Background: an optimization exercise with open tools, aiming at small area. Do not read the settings as production practice. At most, simulation tests tie the RTL to the original design; equivalence was not proved. Function not checked in runs 2 and 3: the RTL went through the layout flow alone. Power figures rest on the tool's default switching activity, not on a simulated workload.

$ cat design.v
`default_nettype none
package mem_gate_pkg;
  localparam int PAGE_W     = 6;              
  localparam int PAGE_COUNT = 64;             
  localparam int PAGE_SHIFT = 16;             
  localparam int KEY_COUNT  = 4;              
  localparam int KEY_W      = 20;
  localparam int PL_W       = 8;              
  localparam int TID_W      = 8;              
  localparam int ADDR_W     = 32;
  localparam int DATA_W     = 32;             
  typedef enum logic [1:0] {
    SEG_CODE  = 2'd0,
    SEG_DATA  = 2'd1,
    SEG_STACK = 2'd2
  } seg_e;
  typedef enum logic {
    ERR_OKAY    = 1'b0,
    ERR_PROTERR = 1'b1                        
  } resp_err_e;
  typedef struct packed {
    logic             data_area;              
    logic [KEY_W-1:0] key;                    
    logic [PL_W-1:0]  pl;                     
  } page_attr_t;
  typedef struct packed {
    logic                           cyc;      
    logic                           we;
    seg_e                           seg;
    logic [PL_W-1:0]                pl;
    logic [KEY_COUNT-1:0][KEY_W-1:0] keys;
    logic [TID_W-1:0]               tid;
    logic [ADDR_W-1:0]              padr;
    logic [DATA_W-1:0]              data;
  } bus_req_t;
  typedef struct packed {
    logic              ack;                   
    resp_err_e         err;
    logic [TID_W-1:0]  tid;
    logic [ADDR_W-1:0] adr;
    logic [DATA_W-1:0] dat;
  } bus_resp_t;
endpackage
`default_nettype wire
`timescale 1ns/1ns
`default_nettype none
module page_attr_table (
  input  wire              clk,
  input  wire              rst,
  input  logic             attr_we_i,        
  input  logic [mem_gate_pkg::PAGE_W-1:0] attr_page_i,     
  input  mem_gate_pkg::page_attr_t       attr_i,           
  input  logic [mem_gate_pkg::PAGE_W-1:0] rd_page_i,       
  output mem_gate_pkg::page_attr_t       rd_attr_o         
);
  localparam int EW = 1 + mem_gate_pkg::KEY_W + mem_gate_pkg::PL_W;
  localparam int N  = mem_gate_pkg::PAGE_COUNT;
  logic [EW-1:0] mem [0:N-1];
  logic [EW-1:0] wdata;
  logic [N-1:0]  rd_sel;
  logic [EW-1:0] rd_data;
  assign wdata = rst ? '0 : attr_i;
  for (genvar e = 0; e < N; e++) begin : g_ent
    always_ff @(posedge clk) begin
      if (rst || (attr_we_i && attr_page_i == e)) begin
        mem[e] <= wdata;
      end
    end
  end
  assign rd_data = mem[rd_page_i];
  always_ff @(posedge clk) begin
    rd_attr_o <= rd_data;
  end
endmodule
`default_nettype wire
`timescale 1ns/1ns
`default_nettype none
module access_check (
  input  wire               clk,
  input  wire               rst,
  input  mem_gate_pkg::bus_req_t          req_i,             
  output logic [mem_gate_pkg::PAGE_W-1:0] rd_page_o,         
  input  mem_gate_pkg::page_attr_t        rd_attr_i,         
  output mem_gate_pkg::bus_req_t          req_o,             
  output mem_gate_pkg::bus_req_t          req_q_o,           
  output logic              pass_o,            
  output logic              fail_o             
);
  mem_gate_pkg::bus_req_t req_q;
  logic     key_ok;
  logic     pl_ok;
  logic     pass;
  assign rd_page_o = req_i.padr[mem_gate_pkg::PAGE_SHIFT +: mem_gate_pkg::PAGE_W];
  always_ff @(posedge clk) begin
    req_q     <= req_i;
    req_q.cyc <= req_i.cyc && !rst;
  end
  always_comb begin
    key_ok = (rd_attr_i.key == '0);
    for (int k = 0; k < mem_gate_pkg::KEY_COUNT; k++) begin
      if (req_q.keys[k] == rd_attr_i.key) key_ok = 1'b1;
    end
    if (!rd_attr_i.data_area) begin
      pl_ok = (rd_attr_i.pl == '0) || (rd_attr_i.pl == req_q.pl);
    end else begin
      pl_ok = ((rd_attr_i.pl == '0) || (rd_attr_i.pl <= req_q.pl))
              && (req_q.seg != mem_gate_pkg::SEG_CODE);
    end
    pass = key_ok && pl_ok;
  end
  assign req_q_o = req_q;
  assign pass_o  = req_q.cyc && pass;
  assign fail_o  = req_q.cyc && !pass;
  always_ff @(posedge clk) begin
    req_o     <= req_q;
    req_o.cyc <= req_q.cyc && pass && !rst;
  end
endmodule
`default_nettype wire
`timescale 1ns/1ns
`default_nettype none
module tid_gate (
  input  wire              clk,
  input  wire              rst,
  input  mem_gate_pkg::bus_resp_t        resp_i,             
  input  logic             pass_i,             
  input  logic             fail_i,             
  input  logic [mem_gate_pkg::TID_W-1:0] req_tid_i,
  input  logic [mem_gate_pkg::ADDR_W-1:0] req_adr_i,
  output mem_gate_pkg::bus_resp_t        resp_o
);
  localparam int NT = 2**mem_gate_pkg::TID_W;
  logic [NT-1:0]            open_q;
  logic [NT-1:0]            open_d;
  mem_gate_pkg::bus_resp_t  resp_q;
  logic                     vld_q;
  logic                     fwd;
  logic [15:0] req_row, req_col, set_row;      
  logic [15:0] rsp_row, rsp_col;               
  logic [15:0] rd_row;                         
  logic [15:0] row_bit;                        
  always_ff @(posedge clk) begin
    resp_q     <= resp_i;
    resp_q.ack <= resp_i.ack && !rst;
    vld_q      <= (resp_i.ack || resp_i.err) && !rst;
  end
  always_comb begin
    for (int j = 0; j < 16; j++) begin
      req_row[j] = (pass_i || fail_i) && (req_tid_i[7:4] == j);
      set_row[j] = pass_i && !rst && (req_tid_i[7:4] == j);
      req_col[j] = (req_tid_i[3:0] == j);
      rd_row[j]  = (resp_q.tid[7:4] == j);
      rsp_row[j] = rst || (vld_q && rd_row[j]);
      rsp_col[j] = rst || (resp_q.tid[3:0] == j);
    end
  end
  always_comb begin
    for (int a = 0; a < 16; a++) begin
      row_bit[a] = |(open_q[a*16 +: 16] & rsp_col);
    end
  end
  assign fwd = vld_q && |(row_bit & rd_row);
  always_comb begin
    for (int a = 0; a < 16; a++) begin
      for (int b = 0; b < 16; b++) begin
        open_d[a*16+b] = (set_row[a] && req_col[b]) ||
                         (open_q[a*16+b] && !((req_row[a] && req_col[b]) || (rsp_row[a] && rsp_col[b])));
      end
    end
  end
  always_ff @(posedge clk) begin
    open_q <= open_d;
  end
  always_ff @(posedge clk) begin
    resp_o.ack <= fwd && resp_q.ack && !rst;
    resp_o.err <= mem_gate_pkg::resp_err_e'((fwd ? resp_q.err : fail_i) && !rst);
    resp_o.tid <= fwd ? resp_q.tid : req_tid_i;
    resp_o.adr <= fwd ? resp_q.adr : req_adr_i;
    resp_o.dat <= fwd ? resp_q.dat : '0;
  end
endmodule
`default_nettype wire
`timescale 1ns/1ns
`default_nettype none
module mem_gate_top (
  input  wire               clk,
  input  wire               rst,
  input  logic [163:0]      req_i,          
  output logic [163:0]      req_o,          
  input  logic [73:0]       resp_i,         
  output logic [73:0]       resp_o,         
  input  logic              attr_we_i,      
  input  logic [mem_gate_pkg::PAGE_W-1:0] attr_page_i,
  input  logic [28:0]       attr_i          
);
  logic [mem_gate_pkg::PAGE_W-1:0] rd_page;
  mem_gate_pkg::page_attr_t        rd_attr;
  mem_gate_pkg::bus_req_t          req_q;
  logic                            pass;
  logic                            fail;
  page_attr_table u_table (
    .clk         (clk),
    .rst         (rst),
    .attr_we_i   (attr_we_i),
    .attr_page_i (attr_page_i),
    .attr_i      (attr_i),
    .rd_page_i   (rd_page),
    .rd_attr_o   (rd_attr)
  );
  access_check u_check (
    .clk       (clk),
    .rst       (rst),
    .req_i     (req_i),
    .rd_page_o (rd_page),
    .rd_attr_i (rd_attr),
    .req_o     (req_o),
    .req_q_o   (req_q),
    .pass_o    (pass),
    .fail_o    (fail)
  );
  tid_gate u_gate (
    .clk       (clk),
    .rst       (rst),
    .resp_i    (resp_i),
    .pass_i    (pass),
    .fail_i    (fail),
    .req_tid_i (req_q.tid),
    .req_adr_i (req_q.padr),
    .resp_o    (resp_o)
  );
endmodule
`default_nettype wire
$ cat flow/run.sh
#!/bin/bash
set -euo pipefail
export BUFFER_PORTS_ARGS="-buffer_cell sky130_fd_sc_hd__buf_1"
export CTS_ARGS="-sink_clustering_enable -repair_clock_nets -dont_use_dummy_load -sink_clustering_size 18 -sink_clustering_max_diameter 45 -sink_clustering_buffer sky130_fd_sc_hd__clkbuf_8 -buf_list {sky130_fd_sc_hd__clkbuf_8 sky130_fd_sc_hd__clkbuf_16}"
bash standard.sh > standard.log 2>&1
$ cat standard.sh
#!/bin/bash
# synth_recipe.tcl (not shown) runs the flow's synth.tcl, then flattens the netlist and writes it again
# the make line also repeats each setting of config.mk as NAME=value (left out here)
make -C /OpenROAD-flow-scripts/flow DESIGN_CONFIG=/design/flow/config.mk WORK_HOME=/design/flow/orfs CLKGATE_MAP_FILE= SYNTH_SCRIPT=/design/flow/synth_recipe.tcl "${@:-finish}"
$ cat config.mk
export PLATFORM = sky130hd
export DESIGN_NAME = mem_gate_top
export DESIGN_NICKNAME = mem_gate_top
export VERILOG_FILES = /design/flow/design.v
export SDC_FILE = /design/flow/constraint.sdc
export NUM_CORES = 4
export LEC_CHECK = 0
export CAP_MARGIN = 20
export CORE_MARGIN = 2
export CORE_UTILIZATION = 56
export PLACE_DENSITY = 0.74
export SLEW_MARGIN = 20
$ cat constraint.sdc
create_clock -name core_clock -period 5.0 [get_ports {clk}]
set_input_delay 1.0000 -clock core_clock [delete_from_list [all_inputs] [get_ports {clk}]]
set_output_delay 1.0000 -clock core_clock [all_outputs]
set_load 0.01 [all_outputs]
==> results of run 1 <==
-- worst max-delay path by stage --
stage / end / depth (start not counted) / slack [ns] / startpoint
final: u_gate.open_q[111] / 9 / 0.85 / u_table.rd_attr_o[24]
after floorplan: u_table.mem[0][10] / 7 / 0.82 / rst
after CTS: u_gate.resp_o[57] / 9 / 1.01 / u_gate.resp_q[66]
after global routing: u_gate.resp_o[57] / 9 / 0.77 / u_gate.resp_q[66]
after detailed placement: u_gate.resp_o[32] / 11 / 0.56 / rst
after global placement: u_gate.resp_o[32] / 11 / 0.55 / rst
-- cells in the mapped netlist, types with 14 or more instances --
library cell,number,area (µm²)
a221oi_1,76,666
a22oi_1,797,5980
a21o_1,45,338
nor2_1,126,473
o21ai_0,141,706
nor4_1,85,532
nand3_1,107,536
and2_1,34,213
nor2b_1,50,313
nand4_1,215,1350
or2_2,15,93.8
mux2_4,27,405
buf_1,55,206
dfxtp_1,762,15300
nand2_1,68,255
xor2_1,40,350
a21oi_1,66,330
o221ai_1,256,2240
o21bai_1,20,150
xnor2_1,40,350
mux2_2,14,158
o31ai_1,256,1920
clkbuf_1,376,1410
a22o_1,76,666
edfxtp_1,1856,55700
-- worst reg2reg max path, delay by kind of cell (launching register included) --
kind | cells | cell delay (ns)
xor+xnor | 1 | 0.15
flops | 1 | 0.84
compound gates | 3 | 1.17
buf+inv | 1 | 0.38
simple gates | 4 | 1.47
-- cell families (layout without fill, tap and decap cells) --
group	after synthesis	after routing	synth area share, %
flip-flops	2618	2618	77.5
AO/OA/AOI/OAI	1769	1769	14.5
AND/OR/NAND/NOR	758	758	4.60
buffers and inverters	463	1082	1.97
XOR/XNOR	80	80	0.765
multiplexers	41	41	0.615
adder cells (fa/ha/maj)	8	8	0.109
other	0	19	0
-- layer usage --
metal	share of wire [%]	wire length [µm]
met5	0.070	243
met4	9.1	31700
met3	19	65600
met2	42	146000
met1	30	106000
-- area by class of cell --
class                           count  area, µm²  share of cell area, %
Inverter                           11       41.3                 0.0403
Antenna cell                       19       47.5                 0.0464
Timing Repair Buffer              855       5670                   5.52
Tap cell                         2175       2720                   2.65
Multi-Input combinational cell   2656      19900                   19.4
Clock buffer                      216       3160                   3.09
Sequential cell                  2618      71000                   69.2
-- stage by stage --
| stage | instance area (µm²) | std cells | util, % |
|---|---|---|---|
| 2_1_floorplan | 91600 | 5737 | - |
| 3_3_place_gp | 98600 | 8285 | 60.6 |
| 3_5_place_dp | 99000 | 8301 | 60.9 |
| 4_1_cts | 102000 | 8517 | 62.8 |
| 5_1_grt | 103000 | 8531 | 63.0 |
| 6_report | 103000 | 8550 | 63.1 |
-- state kept, by name (all words and copies together) (netlist names) --
name,count
u_table.mem,1856
u_gate.open_q,256
u_check.req_o,164
u_check.req_q,164
u_gate.resp_o,74
u_gate.resp_q,74
u_table.rd_attr_o,29
u_gate.vld_q,1
-- report_power, final --
group          switching (mW)  internal [mW]
sequential              0.713           24.8
combinational            1.97          0.635
clock                    6.59           4.16
==> impl_metrics.toml, run 1 <==
[place]
pre_cts_slack_ns = 0.559
dp_hpwl_mm = 208
port_buffers = 513
routabilityCongestion = 0.957

[drt]
drtIter0Drc = 15300
vias = 64700
drc = 0
totalWireLength_mm = 350
drt_first_pass_iters = 9
via_per_inst = 7.57
antenna_left = 0
wire_per_inst_um = 40.9

[sta]
min_period_over_period_pct = 83.0
fmax_mhz = 241
rsz0062_at_grt = "no"
post-route-min-period_ns = 4.15
setup-violations-final = 0
maxSlewViolCount = 0
final.setup.worst_slack_ns = 0.849
finalHoldViolCount = 0
slew_headroom_pct = 13.5
clock_skew_ns = 0.158
worst_slew_pin_slew_ns = 1.30
fin_tns_setup_ns = 0
whs_ns = 0.230

[setup_path]
crit_fanout = 103
path_buf_inv = 1
cp.arrival_ns = 4.86
reg2reg_depth = 9
start_kind = "register"
r2r-end = "u_gate.open_q[111]"
path_class = "reg2reg"
path_delay_family = "simple AND/OR/NAND/NOR gates"
worstReg2RegStart = "u_table.rd_attr_o[24]"
reg2reg_slack_ns = 0.85
cp_cell_sequence = "xor2_1, nor4_1, nand3_1, nor3_1, a31oi_1, a32oi_1, nand3_4, buf_12, o31ai_1"
crit_required_ns = 5.71
worst_setup_path_end_kind = "register"
slowest_delay_ns = 0.84
cp_slowest_cell = "dfxtp_1"

[synthesis]
ys_warn_count = 4
ys_seq_area_share_pct = 77.5
synth.avg_cell_area_um2 = 16.0
netlist_instances = 5737
synth.cell_area_um2 = 91600
yosys_register_bits = 2618
synthArstFlopShare_pct = 0
synth.distinct_cells = 58
ys.flop_type = "edfxtp_1"
synth-edff-count = 1856
synth_nets = 6021

[power]
vdd_drop_max_mv = 0.339
power_mw = 38.9
p_leak_nw = 33.7
p_per_area_nw_per_um2 = 379

[cts]
ctsHtreeMaxLevel = 4
ctsResizeCount = 0
root_buffer = "clkbuf_16"
clock_path_buffers = 3
clkSlewWorstSetupHoldPaths_ns = 0.10
cts_tree = "built"
cts_buffers = 216
clock_latency_ns = 0.89
postCtsHoldBufs = 0
cts_sinks = 2618
cts_setup_buffers = 0

[run]
maxCapViolations = 0

[global_route]
use_met2_pct = 58.0
busiest_layer = "met2"
grt_pass1_wl_mm = 467
met3_usage_pct = 17.8
grt_pass1_vias = 58900
grtUsageTotal_pct = 40.6
grt_max_degree = 140
overflow = 0
use_met1_pct = 49.7
antenna_found_initial = 17

[finish]
mostFrequentLayoutCell = "edfxtp_1"
nFillCells = 11500
area_delta_synth_final_pct = 11.9
final_net_count = 6642
final_cell_mix = "1,856 x edfxtp_1, 797 x a22oi_1, 762 x dfxtp_1"
drive_above_1_share_pct = 12.5

[run_status]
status = "timing/DRC/antenna clean"

[floorplan]
pin_count = 514
core_area_um2 = 163000
die_y_um = 408
fp-row-count = 148
initial_core_util_pct = 56.4
dieArea_um2 = 167000
fp.dieW_um = 408

[hold_path]
hp-class = "in2reg"
whs_endpoint = "u_check.req_q[127]"
holdCritStartpoint = "req_i[127]"
hold_depth = 1
==> inputs of run 2 (changes only) <==
--- a/design.v
+++ b/design.v
@@ -67,10 +67,14 @@
       end
     end
   end
-  assign rd_data = mem[rd_page_i];
-  always_ff @(posedge clk) begin
-    rd_attr_o <= rd_data;
-  end
+  always_comb begin
+    rd_data = '0;
+    for (int e = 0; e < N; e++) begin
+      rd_sel[e] = (rd_page_i == e);
+      rd_data   = rd_data | (mem[e] & {EW{rd_sel[e]}});
+    end
+  end
+  assign rd_attr_o = rd_data;
 endmodule
 `default_nettype wire
 `timescale 1ns/1ns
@@ -90,30 +94,32 @@
   logic     key_ok;
   logic     pl_ok;
   logic     pass;
+  logic     pass_q;
   assign rd_page_o = req_i.padr[mem_gate_pkg::PAGE_SHIFT +: mem_gate_pkg::PAGE_W];
+  always_comb begin
+    key_ok = (rd_attr_i.key == '0);
+    for (int k = 0; k < mem_gate_pkg::KEY_COUNT; k++) begin
+      if (req_i.keys[k] == rd_attr_i.key) key_ok = 1'b1;
+    end
+    if (!rd_attr_i.data_area) begin
+      pl_ok = (rd_attr_i.pl == '0) || (rd_attr_i.pl == req_i.pl);
+    end else begin
+      pl_ok = ((rd_attr_i.pl == '0) || (rd_attr_i.pl <= req_i.pl))
+              && (req_i.seg != mem_gate_pkg::SEG_CODE);
+    end
+    pass = key_ok && pl_ok;
+  end
   always_ff @(posedge clk) begin
     req_q     <= req_i;
     req_q.cyc <= req_i.cyc && !rst;
-  end
-  always_comb begin
-    key_ok = (rd_attr_i.key == '0);
-    for (int k = 0; k < mem_gate_pkg::KEY_COUNT; k++) begin
-      if (req_q.keys[k] == rd_attr_i.key) key_ok = 1'b1;
-    end
-    if (!rd_attr_i.data_area) begin
-      pl_ok = (rd_attr_i.pl == '0) || (rd_attr_i.pl == req_q.pl);
-    end else begin
-      pl_ok = ((rd_attr_i.pl == '0) || (rd_attr_i.pl <= req_q.pl))
-              && (req_q.seg != mem_gate_pkg::SEG_CODE);
-    end
-    pass = key_ok && pl_ok;
+    pass_q    <= pass;
   end
   assign req_q_o = req_q;
-  assign pass_o  = req_q.cyc && pass;
-  assign fail_o  = req_q.cyc && !pass;
+  assign pass_o  = req_q.cyc && pass_q;
+  assign fail_o  = req_q.cyc && !pass_q;
   always_ff @(posedge clk) begin
     req_o     <= req_q;
-    req_o.cyc <= req_q.cyc && pass && !rst;
+    req_o.cyc <= req_q.cyc && pass_q && !rst;
   end
 endmodule
 `default_nettype wire
==> run.sh (new file) <==
#!/bin/bash
# synth_recipe.tcl (not shown) runs the flow's synth.tcl, then flattens the netlist and writes it again
# the make line also repeats each setting of config.mk as NAME=value (left out here)
make -C /OpenROAD-flow-scripts/flow DESIGN_CONFIG=/design/flow/config.mk WORK_HOME=/design/flow/orfs CLKGATE_MAP_FILE= SYNTH_SCRIPT=/design/flow/synth_recipe.tcl finish
--- a/config.mk
+++ b/config.mk
@@ -7,6 +7,6 @@
 export LEC_CHECK = 0
 export CAP_MARGIN = 20
 export CORE_MARGIN = 2
-export CORE_UTILIZATION = 56
-export PLACE_DENSITY = 0.74
+export CORE_UTILIZATION = 40
+export PLACE_DENSITY = 0.6
 export SLEW_MARGIN = 20
removed: flow/run.sh
removed: standard.sh
==> impl_metrics.toml, run 2 <==
[place]
post-place-cells = 10200
placed_area_um2 = 108000
dp_hpwl_mm = 233
routabilityCongestion = 0.973
port_buffers = 513

[cts]
cts_sinks = 2590
clock_latency_ns = 0.96
cts_setup_buffers = 0
clock_path_buffers = 4
ctsResizeCount = 0
postCtsHoldBufs = 0
clkSlewWorstSetupHoldPaths_ns = 0.06
root_buffer = "clkbuf_16"
cts_tree = "built"
cts_buffers = 287
ctsHtreeMaxLevel = 5

[setup_path]
cp.arrival_ns = 5.69
path_class = "in2reg"
reg2reg_slack_ns = 0.29
crit_fanout = 25
worst_setup_path_end_kind = "register"
crit_required_ns = 5.87
start_kind = "input port"

[power]
power_mw = 49.3
p_leak_nw = 41.0
vdd_drop_max_mv = 0.391
p_per_area_nw_per_um2 = 423

[finish]
regMostFlops = "u_table.mem"
final_net_count = 7592
largest_registers = "u_table.mem x1856, u_gate.open_q x256"
ff_latch_area_um2 = 70400
final_cell_mix = "1,856 x edfxtp_1, 824 x nand3_1, 734 x dfxtp_1"
mostFrequentLayoutCell = "edfxtp_1"
largest_reg_flops = 1856
drive_above_1_share_pct = 15.8
nFillCells = 19900
area_delta_synth_final_pct = 23.1
final_area_um2 = 117000
multiInputGateArea_um2 = 22800
final_core_util_pct = 49.5
final_cell_count_no_fill = 10700

[global_route]
grtUsageTotal_pct = 30.9
grt_max_degree = 167
grt_pass1_vias = 65100
antenna_found_initial = 14
overflow = 0
grt_pass1_wl_mm = 527

[synthesis]
synth_nets = 6793
ys_warn_count = 4
synth.distinct_cells = 88
netlist.area_leader.share_pct = 58.8
netlist_top_cells_area = "edfxtp_1 59%, dfxtp_1 16%, nand3_1 4.4%"
ys.flop_type = "edfxtp_1"
synth-edff-count = 1856
synthTopCellsByCount = "1,856 x edfxtp_1, 828 x nand3_1, 734 x dfxtp_1"
synthArstFlopShare_pct = 0
ys_seq_area_share_pct = 74.3
synth.avg_cell_area_um2 = 14.6
synth.most_common_cell = "edfxtp_1"
synth_top_area_cell = "edfxtp_1"
yosys_register_bits = 2590
synth.cell_area_um2 = 94800
netlist_instances = 6509

[drt]
wire_per_inst_um = 36.3
totalWireLength_mm = 387
drtIter0Drc = 14300
vias = 70200
drc = 0
drt_first_pass_iters = 7
via_per_inst = 6.58
antenna_left = 0

[run_status]
status = "timing/DRC/antenna clean"

[sta]
min_period_over_period_pct = 96.4
maxSlewViolCount = 0
rsz0062_at_grt = "no"
clock_skew_ns = 0.0794
slew_headroom_pct = 17.6
fmax_mhz = 207
finalHoldViolCount = 0
setup-violations-final = 0
worst_slew_pin_slew_ns = 1.23
whs_ns = 0.315
post-route-min-period_ns = 4.82

[run]
maxCapViolations = 0

[floorplan]
fp-row-count = 178
pin_count = 514
die_y_um = 491
core_area_um2 = 235000
initial_core_util_pct = 40.3
fp.dieW_um = 491
dieArea_um2 = 241000

[hold_path]
hp-class = "reg2reg"
[run 2: critical path: stages]
cell and delay, ns:
buf_4 0.30, buf_4 0.40, nor4b_2 0.12, buf_4 0.22
buf_4 0.18, buf_4 0.20, nand3_1 0.10, nand4_1 0.22
nor4_1 0.72, nand4_1 0.51, nor4_1 0.56, buf_4 0.24
nand2_1 0.12, nor4_1 0.44, a31oi_1 0.08, a41oi_1 0.22
[run 2: logic make-up after synthesis]
| group | after synthesis | share of synthesized area (%) |
|---|---|---|
| flip-flops | 2590 | 74.3 |
| AND/OR/NAND/NOR | 1932 | 11.1 |
| AO/OA/AOI/OAI | 1227 | 10.1 |
| buffers and inverters | 573 | 2.51 |
| multiplexers | 99 | 1.13 |
| XOR/XNOR | 80 | 0.739 |
| adder cells (fa/ha/maj) | 8 | 0.106 |
[run 2: power by group]
group          switching [mW]  total [mW]  internal [mW]
clock                    8.50        20.4           11.9
combinational            2.69        3.86           1.17
sequential              0.445        25.1           24.6
[run 2: worst paths after layout]
| path | startpoint | to | cells after the start |
|---|---|---|---|
| max | req_i[50] | u_check.pass_q | 16 |
| min | u_check.req_q[16] | u_check.req_o[16] | 0 |
| max reg2reg | u_gate.resp_q[64] | u_gate.resp_o[33] | 10 |
| min reg2reg | u_check.req_q[16] | u_check.req_o[16] | 0 |
[run 2: cell type report]
type,count,share of cell area [%]
clock buffers,369,6.75
well taps,3150,3.38
flip-flops and latches,2590,60.4
clock inverters,120,0.888
inverters,44,0.142
multi-input cells,3346,19.6
repair buffers,1039,8.87
diodes,8,0.0172
[run 2: stage by stage]
stage	setup WS, ns	TNS, ns
2_1_floorplan	0.782	0
4_1_cts	0.416	0
5_1_grt	0.150	0
3_5_place_dp	-0.572	-0.572
6_report	0.181	0
3_3_place_gp	-0.878	-0.878
[run 2: metal layers]
metal  share of wire, %  track usage (%)  wire length (µm)  up-vias
met4                6.4             16.7             24600       12
li1                   -                -                 -    27600
met3                 15             9.50             58900     1239
met2                 43             45.8            167000     6546
met5              0.020                0                78        -
met1                 35             40.7            136000    34700
==> inputs of run 3 (changes only) <==
--- a/config.mk
+++ b/config.mk
@@ -7,6 +7,7 @@
 export LEC_CHECK = 0
 export CAP_MARGIN = 20
 export CORE_MARGIN = 2
-export CORE_UTILIZATION = 40
-export PLACE_DENSITY = 0.6
+export CORE_UTILIZATION = 65
+export CTS_BUF_LIST = sky130_fd_sc_hd__clkbuf_4 sky130_fd_sc_hd__clkbuf_8
+export PLACE_DENSITY = 0.75
 export SLEW_MARGIN = 20
==> impl_metrics.toml, run 3 <==
[synthesis]
ys_warn_count = 4
netlist_top_cells_area = "edfxtp_1 59%, dfxtp_1 16%, nand3_1 4.4%"
netlist.area_leader.share_pct = 58.8
synth.distinct_cells = 88
synth-simple-area-share_pct = 11.1
synth-xor-area-share_pct = 0.739
synth_compound_area_share_pct = 10.1
yosys.area_share.adder_pct = 0.106
netlist_instances = 6509
synth_top_family_by_area = "simple AND/OR/NAND/NOR gates"
ys.flop_type = "edfxtp_1"
synth-edff-count = 1856
ys_seq_area_share_pct = 74.3
synth.avg_cell_area_um2 = 14.6
synth.most_common_cell = "edfxtp_1"
muxShareOfSynthArea_pct = 1.13
synth.cell_area_um2 = 94800
synth_nets = 6793
synth_top_area_cell = "edfxtp_1"
synthArstFlopShare_pct = 0
yosys_register_bits = 2590
synthTopCellsByCount = "1,856 x edfxtp_1, 828 x nand3_1, 734 x dfxtp_1"

[global_route]
overflow = 0
grt_pass1_wl_mm = 500
grtUsageTotal_pct = 48.1
grt_max_degree = 180
grt_pass1_vias = 67900
antenna_found_initial = 17

[setup_path]
slowest_delay_ns = 0.92
crit_required_ns = 5.97
cp.arrival_ns = 5.76
cp_slowest_cell = "nor2_4"
crit_top_cell = "buf_4"
worst_setup_path_end_kind = "register"
path_class = "in2reg"
start_kind = "input port"
crit_fanout = 38
cp_cell_sequence = "buf_2, buf_12, nor2_4, buf_4, buf_4, a22oi_1, o2bb2ai_1, nor4_1, nand4_1, buf_4, buf_4, xnor2_1, nand4_1, nor2_1, a31oi_1, a41oi_1"

[cts]
clock_path_buffers = 4
ctsHtreeMaxLevel = 5
postCtsHoldBufs = 0
cts_tree = "built"
cts_sinks = 2590
ctsResizeCount = 0
cts_buffers = 404
cts_setup_buffers = 0
root_buffer = "clkbuf_8"
clock_latency_ns = 1.05
clkSlewWorstSetupHoldPaths_ns = 0.07

[finish]
final_area_um2 = 114000
regMostFlops = "u_table.mem"
largest_reg_flops = 1856
mostFrequentLayoutCell = "edfxtp_1"
nFillCells = 8248
final_cell_mix = "1,856 x edfxtp_1, 825 x nand3_1, 734 x dfxtp_1"
final_net_count = 7667
multiInputGateArea_um2 = 22800
ff_latch_area_um2 = 70400
final_core_util_pct = 78.5
largest_registers = "u_table.mem x1856, u_gate.open_q x256"
area_delta_synth_final_pct = 20.3
drive_above_1_share_pct = 18.0

[drt]
via_per_inst = 7.52
vias = 72100
drc = 0
drtIter0Drc = 15900
drt_first_pass_iters = 19
antenna_left = 0
totalWireLength_mm = 366
wire_per_inst_um = 38.1

[place]
port_buffers = 513
routabilityCongestion = 1.01
placed_area_um2 = 106000
dp_hpwl_mm = 217

[power]
vdd_drop_max_mv = 0.261
p_leak_nw = 40.7
power_mw = 46.5
p_per_area_nw_per_um2 = 408

[sta]
worst_slew_pin_slew_ns = 1.35
post-route-min-period_ns = 4.78
rsz0062_at_grt = "no"
finalHoldViolCount = 0
fin_tns_setup_ns = 0
clock_skew_ns = 0.0407
whs_ns = 0.229
setup-violations-final = 0
maxSlewViolCount = 0
fmax_mhz = 209
min_period_over_period_pct = 95.7
slew_headroom_pct = 9.97

[floorplan]
core_area_um2 = 145000
pin_count = 514
dieArea_um2 = 149000
fp-row-count = 140
fp.dieW_um = 386
die_y_um = 386
initial_core_util_pct = 65.3

[run_status]
status = "timing/DRC/antenna clean"

[hold_path]
hp-class = "in2reg"

[run]
maxCapViolations = 0
run 3: cell counts after synthesis:
No cell type changed its count.
run 3: logic make-up (layout without fill, tap and decap cells):
logic type	count (synthesis)	after routing
buf+inv	573	1733
mux	99	99
other cells	0	8
compound gates	1227	1227
xor+xnor	80	80
simple gates	1932	1932
fa+ha+maj	8	8
flops	2590	2590
run 3: through the flow:
step | std cells | worst slack (ns)
after global placement | 8874 | -0.976
after detailed placement | 8888 | -0.614
after global routing | 9589 | 0.187
after floorplan | 6509 | 0.782
after CTS | 9580 | 0.488
final | 9594 | 0.217
run 3: worst max-delay path: cells and delay by family:
| kind | cells | cell delay, ns |
|---|---|---|
| compound gates | 4 | 1.48 |
| xor+xnor | 1 | 0.11 |
| buf+inv | 6 | 1.57 |
| simple gates | 5 | 1.51 |
run 3: layer usage:
metal | track usage (%) | vias up | share of wire [%]
li1 | - | 27800 | -
met1 | 60.0 | 34000 | 31
met2 | 68.1 | 8320 | 42
met3 | 20.9 | 1964 | 19
met4 | 32.5 | 20 | 8.6
met5 | 0.227 | - | 0.036
run 3: final timing paths:
kind	slack [ns]	to	start	cells past startpoint
worst max-delay path	0.22	u_check.pass_q	req_i[49]	16
worst min-delay path	0.23	u_check.req_q[51]	req_i[51]	1
worst min register to register	0.30	u_check.req_o[135]	u_check.req_q[135]	0
worst max register to register	0.54	u_gate.resp_o[47]	u_gate.resp_q[66]	10
run 3: report_power, final:
part	switching, mW	internal, mW	leakage [nW]
Clock	8.10	9.51	4.19
Sequential	0.478	24.6	24.0
Combinational	2.64	1.19	12.5
run 3: area by class of cell:
class / count / share of cell area (%)
antenna: 8 / 0.0176
timing repair buffer: 997 / 9.06
multi-input combinational: 3346 / 20.0
tap: 1917 / 2.10
inverter: 44 / 0.145
clock inverter: 122 / 0.699
clock buffer: 570 / 6.20
sequential: 2590 / 61.8

## static timing again, ports no longer ideal
No port has a modelled driver above. Below, the same layouts with a new extraction and two added sets of constraints.
Step 1 sets driving cells, clkbuf_16 on the clock port and buf_2 on the other inputs (assumed; they add their load-dependent delay and slew).
Step 2 also shifts input and output timing later by t, the mid clock arrival at the registers, as if the neighbouring blocks saw the same clock.
Three values: no drivers, after step 1, after step 2; two values: the first two.
| run | t (ns) | setup WS [ns] | worst setup path after step 2 |
|---|---|---|---|
| run 1 | 0.899 | 0.849 / 0.849 / 0.347 | input to register |
| run 2 | 1.018 | 0.181 / 0.248 / -0.770 | input to register |
| run 3 | 1.130 | 0.217 / 0.185 / -0.945 | input to register |
Met with ideal ports but missed after step 2: setup timing in run 2 and run 3. For run 3, which loses most, drivers alone change the setup slack by -0.032 ns; drivers and shift together by -1.162 ns.
